What follows belongs to an exercise in optimizing a design on an open flow for small area; a production flow would make more cautious choices.
Only simulation tests tie the RTL to the original design; equivalence was not proved.
Power figures rest on the tool's default switching activity, not on a simulated workload.

==> flow/design.v <==
`timescale 1ns/100ps
`default_nettype none
module measure_core (
  input  wire logic        gmii_tx_clk,
  input  wire logic        sys_rst,
  input  wire logic        sec_oneshot,
  input  wire logic [31:0] global_counter,
  input  wire logic [9:0]  rx_in,            
  output logic      [7:0]  gmii_txd,
  output logic             gmii_tx_en,
  output logic      [31:0] rx_pps,
  output logic      [31:0] rx_throughput,
  output logic      [31:0] rx_latency
);
  localparam logic [47:0] OWN_MAC  = 48'h003776_000101;
  localparam logic [31:0] OWN_IPV4 = {8'd10, 8'd0, 8'd21, 8'd105};
  wire       rx_valid  = rx_in[9];
  wire       rx_infr   = rx_in[8];
  wire [7:0] rx_data   = rx_in[7:0];
  wire       beat_byte = rx_valid & rx_infr;
  wire       beat_end  = rx_valid & ~rx_infr;
  logic [15:0] byte_cnt;
  logic        rx_closed;
  logic        stat_done;
  logic        arp_ok;      
  logic        magic_ok;    
  logic [47:0] rx_src_mac;
  logic [31:0] rx_ip;       
  wire       cnt_live = beat_byte & ~rx_closed;
  wire       decide   = cnt_live && (byte_cnt == 16'd51);
  logic      ok_first;    
  logic      ok_byte;     
  logic [7:0] ok_exp;
  always_comb begin
    ok_first = 1'b0;
    ok_byte  = 1'b1;
    ok_exp   = 8'h00;
    case (byte_cnt)
      16'd12: begin ok_first = 1'b1; ok_exp = 8'h08; end
      16'd13: ok_exp = 8'h06;
      16'd20: ok_exp = 8'h00;
      16'd21: ok_exp = 8'h01;
      16'd38: ok_exp = OWN_IPV4[31:24];
      16'd39: ok_exp = OWN_IPV4[23:16];
      16'd40: ok_exp = OWN_IPV4[15:8];
      16'd41: ok_exp = OWN_IPV4[7:0];
      default: ok_byte = 1'b0;
    endcase
  end
  logic      mg_byte;
  logic [7:0] mg_exp;
  always_comb begin
    mg_byte = 1'b1;
    mg_exp  = 8'h00;
    case (byte_cnt)
      16'd42: mg_exp = 8'hcc;
      16'd43: mg_exp = 8'h55;
      16'd44: mg_exp = 8'haa;
      16'd45: mg_exp = 8'h33;
      16'd46: mg_exp = 8'h0f;
      default: mg_byte = 1'b0;
    endcase
  end
  wire in_mac   = (byte_cnt >= 16'd6)  && (byte_cnt < 16'd12);
  wire in_ip    = (byte_cnt >= 16'd28) && (byte_cnt < 16'd32);
  wire in_stamp = (byte_cnt >= 16'd47) && (byte_cnt < 16'd51);
  always_ff @(posedge gmii_tx_clk) begin
    if (cnt_live) begin
      if (ok_byte) arp_ok <= (ok_first | arp_ok) & (rx_data == ok_exp);
      if (mg_byte) magic_ok <= ((byte_cnt == 16'd42) | magic_ok) & (rx_data == mg_exp);
      if (in_mac) rx_src_mac <= {rx_src_mac[39:0], rx_data};
      if (in_ip || (in_stamp && magic_ok)) rx_ip <= {rx_ip[23:0], rx_data};
    end
  end
  always_ff @(posedge gmii_tx_clk) begin
    if (beat_end) begin
    end else if (beat_byte) begin
      byte_cnt <= rx_closed ? 16'd1 : byte_cnt + 16'd1;
    end
  end
  always_ff @(posedge gmii_tx_clk) begin
    if (sys_rst) begin
      rx_closed <= 1'b1;
      stat_done <= 1'b0;
    end else begin
      stat_done <= beat_end && !rx_closed && (byte_cnt != 16'd0);
      if (beat_end)       rx_closed <= 1'b1;
      else if (beat_byte) rx_closed <= 1'b0;
    end
  end
  always_ff @(posedge gmii_tx_clk) begin
    if (sys_rst) begin
      rx_latency <= '0;
    end else if (decide && magic_ok) begin
      rx_latency <= global_counter - rx_ip;
    end
  end
  logic [31:0] pkt_acc;
  logic [31:0] byte_acc;
  always_ff @(posedge gmii_tx_clk) begin
    if (sys_rst || sec_oneshot) begin
      rx_pps        <= pkt_acc;
      rx_throughput <= byte_acc;
    end
  end
  always_ff @(posedge gmii_tx_clk) begin
    if (sys_rst || sec_oneshot) begin
      pkt_acc  <= '0;
      byte_acc <= '0;
    end else begin
      pkt_acc  <= pkt_acc + {31'h0, stat_done};
      byte_acc <= byte_acc + {16'h0, byte_cnt & {16{stat_done}}};
    end
  end
  logic        req_valid;
  logic [1:0]  q_count;
  logic [79:0] q_tail;
  logic [79:0] q_head;
  logic        pop;
  wire take = decide && arp_ok && !magic_ok && !q_count[1];
  always_ff @(posedge gmii_tx_clk) begin
    if (take) q_tail <= {rx_src_mac, rx_ip};
    if (pop || q_count == 2'd0) q_head <= q_tail;
  end
  always_ff @(posedge gmii_tx_clk) begin
    if (sys_rst) begin
      req_valid <= 1'b0;
      q_count   <= 2'd0;
    end else begin
      req_valid <= take;
      case ({req_valid, pop})
        2'b10:   q_count <= q_count + 2'd1;
        2'b01:   q_count <= q_count - 2'd1;
        default: q_count <= q_count;
      endcase
    end
  end
  logic [6:0]  tx_cnt;
  logic [47:0] dst_mac;
  logic [31:0] dst_ip;
  logic [31:0] crc_q;
  logic [7:0]  tx_byte;
  assign pop = ~gmii_tx_en & (q_count != 2'd0);
  function automatic logic [7:0] mac_byte(input logic [47:0] m, input logic [2:0] i);
    case (i)
      3'd0:    mac_byte = m[47:40];
      3'd1:    mac_byte = m[39:32];
      3'd2:    mac_byte = m[31:24];
      3'd3:    mac_byte = m[23:16];
      3'd4:    mac_byte = m[15:8];
      default: mac_byte = m[7:0];
    endcase
  endfunction
  always_comb begin
    case (tx_cnt)
      7'd7:  tx_byte = 8'hd5;
      7'd8, 7'd9, 7'd10, 7'd11, 7'd12, 7'd13:
             tx_byte = mac_byte(dst_mac, tx_cnt[2:0]);
      7'd14, 7'd30: tx_byte = OWN_MAC[47:40];
      7'd15, 7'd31: tx_byte = OWN_MAC[39:32];
      7'd16, 7'd32: tx_byte = OWN_MAC[31:24];
      7'd17, 7'd33: tx_byte = OWN_MAC[23:16];
      7'd18, 7'd34: tx_byte = OWN_MAC[15:8];
      7'd19, 7'd35: tx_byte = OWN_MAC[7:0];
      7'd20: tx_byte = 8'h08;
      7'd21: tx_byte = 8'h06;
      7'd22: tx_byte = 8'h00;
      7'd23: tx_byte = 8'h01;
      7'd24: tx_byte = 8'h08;
      7'd25: tx_byte = 8'h00;
      7'd26: tx_byte = 8'h06;
      7'd27: tx_byte = 8'h04;
      7'd28: tx_byte = 8'h00;
      7'd29: tx_byte = 8'h02;
      7'd36: tx_byte = OWN_IPV4[31:24];
      7'd37: tx_byte = OWN_IPV4[23:16];
      7'd38: tx_byte = OWN_IPV4[15:8];
      7'd39: tx_byte = OWN_IPV4[7:0];
      7'd40, 7'd41, 7'd42, 7'd43, 7'd44, 7'd45:
             tx_byte = mac_byte(dst_mac, tx_cnt[2:0]);
      7'd46: tx_byte = dst_ip[31:24];
      7'd47: tx_byte = dst_ip[23:16];
      7'd48: tx_byte = dst_ip[15:8];
      7'd49: tx_byte = dst_ip[7:0];
      7'd68, 7'd69, 7'd70, 7'd71: tx_byte = ~crc_q[7:0];
      default: tx_byte = (tx_cnt < 7'd7) ? 8'h55 : 8'h00;
    endcase
  end
  assign gmii_txd = gmii_tx_en ? tx_byte : 8'h00;
  function automatic logic [31:0] crc_byte(input logic [31:0] c, input logic [7:0] d);
    logic [31:0] r;
    logic        fb;
    r = c;
    for (int i = 0; i < 8; i++) begin
      fb = r[0] ^ d[i];
      r  = r >> 1;
      if (fb) r = r ^ 32'hedb88320;
    end
    crc_byte = r;
  endfunction
  wire       tx_fcs  = (tx_cnt >= 7'd68);
  wire [7:0] crc_din = tx_fcs ? crc_q[7:0] : tx_byte;
  always_ff @(posedge gmii_tx_clk) begin
    if (!gmii_tx_en || tx_cnt < 7'd8) crc_q <= 32'hffffffff;
    else                              crc_q <= crc_byte(crc_q, crc_din);
  end
  always_ff @(posedge gmii_tx_clk) begin
    if (sys_rst) begin
      gmii_tx_en <= 1'b0;
      tx_cnt     <= '0;
    end else if (pop) begin
      gmii_tx_en <= 1'b1;
      tx_cnt     <= '0;
    end else if (gmii_tx_en) begin
      if (tx_cnt == 7'd71) gmii_tx_en <= 1'b0;
      else                 tx_cnt <= tx_cnt + 7'd1;
    end
  end
  always_ff @(posedge gmii_tx_clk) begin
    if (pop) {dst_mac, dst_ip} <= q_head;
  end
endmodule
`default_nettype wire
clock: 5.0 ns
lec_check: 0
cap_margin: 20
core_margin: 2
core_utilization: 40
slew_margin: 20
standard.sh (not shown) runs the stock make flow with config.mk's settings and CLKGATE_MAP_FILE= SYNTH_SCRIPT=/design/flow/synth_recipe.tcl, a recipe that flattens the netlist after the stock synthesis.
==> flow/flow/run.sh <==
#!/bin/bash
# Standard layout with small port buffers and a clock tree without dummy loads.
export BUFFER_PORTS_ARGS="-buffer_cell sky130_fd_sc_hd__buf_1"
export CTS_ARGS="-sink_clustering_enable -repair_clock_nets -dont_use_dummy_load -buf_list sky130_fd_sc_hd__clkbuf_8 -sink_clustering_size 16 -sink_clustering_max_diameter 60"
bash standard.sh > standard.log 2>&1
Change:
--- a/flow/design.v
+++ b/flow/design.v
@@ -96,22 +96,23 @@
     end
   end
   logic [31:0] pkt_acc;
   logic [31:0] byte_acc;
   always_ff @(posedge gmii_tx_clk) begin
-    if (sys_rst || sec_oneshot) begin
+    if (sys_rst) begin
+      pkt_acc       <= '0;
+      byte_acc      <= '0;
+      rx_pps        <= '0;
+      rx_throughput <= '0;
+    end else if (sec_oneshot) begin
       rx_pps        <= pkt_acc;
       rx_throughput <= byte_acc;
-    end
-  end
-  always_ff @(posedge gmii_tx_clk) begin
-    if (sys_rst || sec_oneshot) begin
-      pkt_acc  <= '0;
-      byte_acc <= '0;
-    end else begin
-      pkt_acc  <= pkt_acc + {31'h0, stat_done};
-      byte_acc <= byte_acc + {16'h0, byte_cnt & {16{stat_done}}};
+      pkt_acc       <= '0;
+      byte_acc      <= '0;
+    end else if (stat_done) begin
+      pkt_acc  <= pkt_acc + 32'd1;
+      byte_acc <= byte_acc + {16'h0, byte_cnt};
     end
   end
   logic        req_valid;
   logic [1:0]  q_count;
   logic [79:0] q_tail;
Result:
- The changed run finished clean
- hold slack degrades by 0.098 ns
- synthesized cell count grows by 8.3%
- global-route usage is lower by 0.47 points
- final area increases by 1.5%
- setup slack gets better by 0.22 ns
- final cell count came out higher by 5.0%
- via count went up by 4.0%
- total power drops by 1.2%
- routed wire length came out higher by 0.70%
- first-iteration DRC count rises by 6.7%
- core utilization fell by 0.29 points
- non-clock buffer count is lower by 7
- count of clock-buffer cells in the layout came out higher by 2

what the ideal ports hide:
In the flow no input, the clock included, has a driving cell. The finished layouts below were timed again as built, in two steps.
Step 1 sets driving cells, clkbuf_16 on the clock port and buf_2 on the other inputs (assumed; they add their load-dependent delay and slew).
Step 2, shift: input delay + t, output delay - t, t = (earliest + latest rising clock arrival at the registers) / 2. This alone moves slack from input paths to output paths.
Three values: ideal, step 1, step 2; two values: the first two.
run | t (ns) | setup WS [ns] | worst slew at a driven data input, ns
the first run | 0.672 | 0.195 / 0.138 / 0.624 | 0.13
the second run | 0.658 | 0.415 / 0.358 / 0.552 | 0.10
After both steps setup and hold are still met in every run listed.
